This is an optimization exercise on Yosys and OpenROAD, whose aim is small area, a short achievable clock period and few clock cycles per item, not a production implementation. Where RTL was checked, it was by simulation tests only, not by an equivalence proof against the original.

==> flow/design.v (excerpt) <==
module two_point_weight_conversion #(
    parameter int SAMPLE_BITS = 16
) (
    input  logic                   clk,
    input  logic                   rst_n,
    input  logic                   cfg_we,
    input  logic [1:0]             cfg_index,
    input  logic [15:0]            cfg_data,
    input  logic                   in_valid,
    output logic                   in_stall,
    input  logic [SAMPLE_BITS-1:0] adc_sample,
    output logic                   out_valid,
    input  logic                   out_stall,
    output logic [31:0]            weight_value,
    output logic                   below_zero,
    output logic                   span_error
);
clock: 10.0 ns
lec_check: 0
cap_margin: 20
core_margin: 2
core_utilization: 40
slew_margin: 20
standard.sh (not shown) runs the stock make flow with config.mk's settings and CLKGATE_MAP_FILE= SYNTH_SCRIPT=/design/flow/synth_recipe.tcl, a recipe that flattens the netlist after the stock synthesis.
==> flow/flow/run.sh <==
#!/bin/bash
# Standard layout, with timing repair aimed at a setup slack of 6.4 ns.
set -euo pipefail
bash standard.sh SETUP_SLACK_MARGIN=6.4 finish > standard_flow.log 2>&1
test -f out/final.def
Testbench counts at the start, summed over its fixed seeds: cycles 10,920, items 9,600.
Next try:
--- a/flow/design.v
+++ b/flow/design.v
@@ -103,13 +103,13 @@
         case (st)
             S_LOAD: st_next = S_M0;
             S_M0:   st_next = S_M1;
             S_M1:   st_next = S_M2;
             S_M2:   st_next = S_M3;
             S_M3:   st_next = S_AB;
-            S_AB:   st_next = (cnt == 5'd23) ? S_W : S_AB;
+            S_AB:   st_next = (cnt == 5'd25) ? S_P : S_AB;
             S_P:    st_next = S_W;
             S_W:    st_next = (cnt == 5'd9) ? S_IDLE : S_W;
             default: st_next = S_IDLE;
         endcase
         if (we_q)
             st_next = S_LOAD;
@@ -167,33 +167,23 @@
                 err_r <= err_c;
                 dq_r  <= {w1_r, 12'd0};
                 kc_r  <= {18'd0, w1_r};
             end
             S_M0:
                 t3_r <= {2'b00, dw_r} + {1'b0, dw_r, 1'b0};
-            S_M1:
-            begin
-                dq_r <= {dw_r[13:0], 12'd0};
-                rb_r <= '0;
-            end
-            S_M2:
-            begin
-                rb_r <= ub_rem;
-                dq_r <= {dq_r[24:0], ~ub_diff[17]};
-            end
             S_M3:
             begin
                 ma_r <= kx1[29:0];
                 ra_r <= '0;
-                rb_r <= ub_rem;
-                dq_r <= {dq_r[24:0], ~ub_diff[17]};
+                dq_r <= {dw_r[13:0], 12'd0};
+                rb_r <= '0;
                 cnt  <= 5'd0;
             end
             S_AB:
             begin
-                cnt <= (cnt == 5'd23) ? 5'd0 : cnt + 5'd1;
+                cnt <= (cnt == 5'd25) ? 5'd0 : cnt + 5'd1;
                 if (cnt == 5'd14)
                 begin
                     ma_r <= {ua_rem, 16'd0};
                     ra_r <= '0;
                     dw_r <= m_r + 16'd1;
                     t3_r <= {2'b00, m_r} + {1'b0, m_r, 1'b0} + 18'd3;
@@ -205,27 +195,30 @@
                 end
                 else if (cnt < 5'd22)
                 begin
                     ma_r <= {ma_r[27:0], ua_q};
                     ra_r <= ua_rem;
                 end
-                rb_r <= ub_rem;
-                dq_r <= {dq_r[24:0], ~ub_diff[17]};
-                if (cnt == 5'd11)
+                if (cnt < 5'd26)
+                begin
+                    rb_r <= ub_rem;
+                    dq_r <= {dq_r[24:0], ~ub_diff[17]};
+                end
+                if (cnt == 5'd13)
                     e0_r <= ub_rem;
-                if (cnt == 5'd15)
+                if (cnt == 5'd17)
                     e1_r <= ub_rem;
-                if (cnt == 5'd19)
+                if (cnt == 5'd21)
                     e2_r <= ub_rem;
-                if (cnt == 5'd23)
-                begin
-                    hc_r  <= {2'b00, ra_r};
-                    one_r <= 1'b0;
-                    kc_r  <= {{17{kc_p[14]}}, kc_p};
-                    x_r   <= c1_r;
-                end
+            end
+            S_P:
+            begin
+                hc_r  <= {2'b00, ra_r};
+                one_r <= 1'b0;
+                kc_r <= {{17{kc_p[14]}}, kc_p};
+                x_r  <= c1_r;
             end
             S_W:
             begin
                 cnt <= cnt + 5'd1;
                 if (cnt == 5'd8)
                 begin
What happened: Global-route usage is higher by 0.25 points. Design area goes up by 0.69%. Routed wire length came out higher by 1.1%. Via count increases by 1.4%. Core utilization rises by 0.26 points. First-iteration DRC count falls by 5.3%. Non-clock buffer count rises by 24. Synthesized area stays flat. Maximum frequency falls by 1.3%. Worst hold slack hardly moves.
The RTL of the second run of this note was laid out without a check of its function.

========
Setup of oak:
two_point_weight_conversion, a different RTL version from the one above (not shown whole).
For scale: roughly 960 flip-flops, about 75 I/O pins, ~64000 um^2 of cells after synthesis.
Design two_point_weight_conversion, start of the top module:
module two_point_weight_conversion #(
    parameter int SAMPLE_BITS = 16
) (
    input  logic                   clk,
    input  logic                   rst_n,
    input  logic                   cfg_we,
    input  logic [1:0]             cfg_index,
    input  logic [15:0]            cfg_data,
    input  logic                   in_valid,
    output logic                   in_stall,
    input  logic [SAMPLE_BITS-1:0] adc_sample,
    output logic                   out_valid,
    input  logic                   out_stall,
    output logic [31:0]            weight_value,
    output logic                   below_zero,
    output logic                   span_error
);
    logic [13:0] w1_r, w2_r;
    logic [15:0] c1_r, c2_r;
    logic        we_q;
    logic [1:0]  idx_q;
    logic [15:0] dat_q;
    always_ff @(posedge clk)
    begin
        idx_q <= cfg_index;
        dat_q <= cfg_data;
    end
    always_ff @(posedge clk or negedge rst_n)
    begin
        if (!rst_n)
        begin
            we_q <= 1'b0;
            w1_r <= '0;
            c1_r <= '0;
            w2_r <= '0;
            c2_r <= '0;
        end
        else
        begin
            we_q <= cfg_we;
            if (we_q)
            begin
                case (idx_q)
                    2'd0: w1_r <= dat_q[13:0];
  ...
Settings: LEC_CHECK=0, CAP_MARGIN=20, CORE_MARGIN=2, CORE_UTILIZATION=40, SLEW_MARGIN=20; clock period 10.0 ns.
Scripts as last shown in full above: flow/flow/run.sh
#### Input delta (pine over oak)
diff --git a/flow/design.v b/flow/design.v
--- a/flow/design.v
+++ b/flow/design.v
@@ -24,46 +24,33 @@
     output logic                   out_valid,
     input  logic                   out_stall,
     output logic [31:0]            weight_value,
     output logic                   below_zero,
     output logic                   span_error
 );
     logic [13:0] w1_r, w2_r;
     logic [15:0] c1_r, c2_r;
-    logic        we_q;
-    logic [1:0]  idx_q;
-    logic [15:0] dat_q;
-    always_ff @(posedge clk)
-    begin
-        idx_q <= cfg_index;
-        dat_q <= cfg_data;
-    end
     always_ff @(posedge clk or negedge rst_n)
     begin
         if (!rst_n)
         begin
-            we_q <= 1'b0;
             w1_r <= '0;
             c1_r <= '0;
             w2_r <= '0;
             c2_r <= '0;
         end
-        else
+        else if (cfg_we)
         begin
-            we_q <= cfg_we;
-            if (we_q)
-            begin
-                case (idx_q)
-                    2'd0: w1_r <= dat_q[13:0];
-                    2'd1: c1_r <= dat_q;
-                    2'd2: w2_r <= dat_q[13:0];
-                    default: c2_r <= dat_q;
-                endcase
-            end
+            case (cfg_index)
+                2'd0: w1_r <= cfg_data[13:0];
+                2'd1: c1_r <= cfg_data;
+                2'd2: w2_r <= cfg_data[13:0];
+                default: c2_r <= cfg_data;
+            endcase
         end
     end
     logic        cnt_gt, cnt_ge, err_c;
     logic [14:0] diff_c;
     logic [15:0] adc_c;
     assign cnt_gt = (c1_r > c2_r);
     assign cnt_ge = (c1_r >= c2_r);
     assign diff_c = cnt_ge ? ({1'b0, w1_r} - {1'b0, w2_r}) : ({1'b0, w2_r} - {1'b0, w1_r});
@@ -105,17 +92,17 @@
             S_M2:   st_next = S_M3;
             S_M3:   st_next = S_AB;
             S_AB:   st_next = (cnt == 5'd29) ? S_C : S_AB;
             S_C:    st_next = (cnt == 5'd13) ? S_P : S_C;
             S_P:    st_next = S_W;
             S_W:    st_next = (cnt == 5'd9) ? S_IDLE : S_W;
             default: st_next = S_IDLE;
         endcase
-        if (we_q)
+        if (cfg_we)
             st_next = S_LOAD;
     end
     logic [14:0] ua_trial;
     logic [16:0] ua_diff;
     logic [13:0] ua_rem;
     assign ua_trial = {ra_r, ma_r[29]};
     assign ua_diff  = {2'b00, ua_trial} - {1'b0, dw_r};
     assign ua_rem   = ua_diff[16] ? ua_trial[13:0] : ua_diff[13:0];
@@ -136,17 +123,17 @@
         begin
             st      <= S_LOAD;
             stall_r <= 1'b1;
             x_v     <= 1'b0;
         end
         else
         begin
             st      <= st_next;
-            stall_r <= os_v_next || cfg_we || (st_next != S_IDLE);
+            stall_r <= os_v_next || (st_next != S_IDLE);
             if (en)
                 x_v <= acc;
         end
     end
     always_ff @(posedge clk)
     begin
         if (st == S_IDLE && en)
             x_r <= adc_sample;
@@ -760,51 +747,38 @@
     assign tc_76 = (tc_34 & tc_35) | (tc_34 & tp_3[17]) | (tc_35 & tp_3[17]);
     assign tc_77 = tc_36 ^ tc_37 ^ tp_3[18];
     assign tc_78 = (tc_36 & tc_37) | (tc_36 & tp_3[18]) | (tc_37 & tp_3[18]);
     assign tc_79 = tc_38 ^ tc_39 ^ tp_3[19];
     assign tc_80 = (tc_38 & tc_39) | (tc_38 & tp_3[19]) | (tc_39 & tp_3[19]);
     logic [21:0] tb_s, tb_c;
     assign tb_s = {1'b0, tc_80, tc_78, tc_76, tc_74, tc_72, tc_70, tc_68, tc_66, tc_64, tc_62, tc_60, tc_58, tc_56, tc_54, tc_52, tc_50, tc_48, tc_46, tc_44, tc_42, tc_41};
     assign tb_c = {1'b0, tc_40, tc_79, tc_77, tc_75, tc_73, tc_71, tc_69, tc_67, tc_65, tc_63, tc_61, tc_59, tc_57, tc_55, tc_53, tc_51, tc_49, tc_47, tc_45, tc_43, tp_3[0]};
-    logic [6:0] t_low;
-    logic [15:0] th_s, th_c;
-    logic [5:0] tl_r;
-    logic        tc_r;
+    logic [21:0] t_sum, t_r;
     logic [15:0] sc_r;
-    assign t_low = {1'b0, tb_s[5:0]} + {1'b0, tb_c[5:0]};
+    assign t_sum = tb_s + tb_c;
     always_ff @(posedge clk)
     begin
         if (en)
         begin
-            th_s <= tb_s[21:6];
-            th_c <= tb_c[21:6];
-            tl_r <= t_low[5:0];
-            tc_r <= t_low[6];
+            t_r  <= t_sum;
             sc_r <= sb_r;
         end
     end
     logic [17:0] dt_0;
-    logic [17:0] d0x, d0y, d0s, d0c;
-    assign d0x = {1'b0, th_s, tl_r[5]};
-    assign d0y = {1'b0, th_c, tc_r};
-    assign d0s = d0x ^ d0y ^ an_r;
-    assign d0c = {((d0x[16:0] & d0y[16:0]) | (d0x[16:0] & an_r[16:0]) | (d0y[16:0] & an_r[16:0])), 1'b0};
-    logic [18:0] d0sum;
-    assign d0sum = {d0s, tc_r} + {d0c, tc_r};
-    assign dt_0 = d0sum[18:1];
+    assign dt_0 = {1'b0, t_r[21:6], t_r[5]} + an_r;
     logic [16:0] dr_0;
     logic [5:0] dn_0;
     logic [15:0] ds_0;
     always_ff @(posedge clk)
     begin
         if (en)
         begin
             dr_0 <= dt_0[16:0];
-            dn_0 <= {tl_r[4:0], ~dt_0[17]};
+            dn_0 <= {t_r[4:0], ~dt_0[17]};
             ds_0 <= sc_r;
         end
     end
     logic [17:0] dt_1;
     assign dt_1 = {dr_0, dn_0[5]} + (dr_0[16] ? {2'b00, a_r} : an_r);
     logic [16:0] dr_1;
     logic [5:0] dn_1;
     logic [15:0] ds_1;
[summary]
Re clock period minus worst slack: oak and pine aren't equal, and the lower value belongs to oak.
Utilization after layout on pine is down relative to oak.
Across both runs, worst hold slack after final layout was higher for pine than for oak.
Number of sequential storage elements sits lower in pine than in oak.
pine against oak: cell area shrank by 0.74%, routed wire length grew by 820 um, number of standard cells in the layout, taps in and fillers out shrank by 55, floorplan die area shrank by about 0.7%.
The run showing the greater clock-buffer cell count is oak.
Testbench counts of pine, summed over its fixed seeds: cycles 11,400, items 9,600.
The RTL of oak was laid out without a check of its function.

what the ideal ports hide:
In the flow no input, the clock included, has a driving cell. The finished layouts below were timed again as built, in two steps. Step 1 (the two cells are an assumption about what drives the block):
set clk [get_ports {clk}]
set_driving_cell -lib_cell sky130_fd_sc_hd__clkbuf_16 $clk
set_driving_cell -lib_cell sky130_fd_sc_hd__buf_2 [delete_from_list [all_inputs] $clk]
Step 2 times the ports against the registers' clock, not the clock port: input delays grow and output delays shrink by t, the midpoint of the rising clock arrivals with the driver on. Slacks: no drivers / after step 1 / after step 2; pairs: no drivers / after step 1.
| run | t (ns) | setup WS [ns] | worst register clock-pin slew, ns |
|---|---|---|---|
| the first run of note 1 | 0.823 | 6.442 / 6.362 / 5.868 | 0.07 / 0.07 |
| the second run of note 1 | 0.837 | 6.394 / 6.387 / 6.133 | 0.07 / 0.07 |
| oak | 0.821 | 6.284 / 6.284 / 6.020 | 0.07 / 0.07 |
| pine | 0.793 | 6.268 / 6.268 / 5.699 | 0.07 / 0.07 |
After both steps every run listed still meets setup and hold. The setup slack of the first run of note 1, which loses most, moves by -0.080 ns with the drivers and by -0.574 ns with both steps.
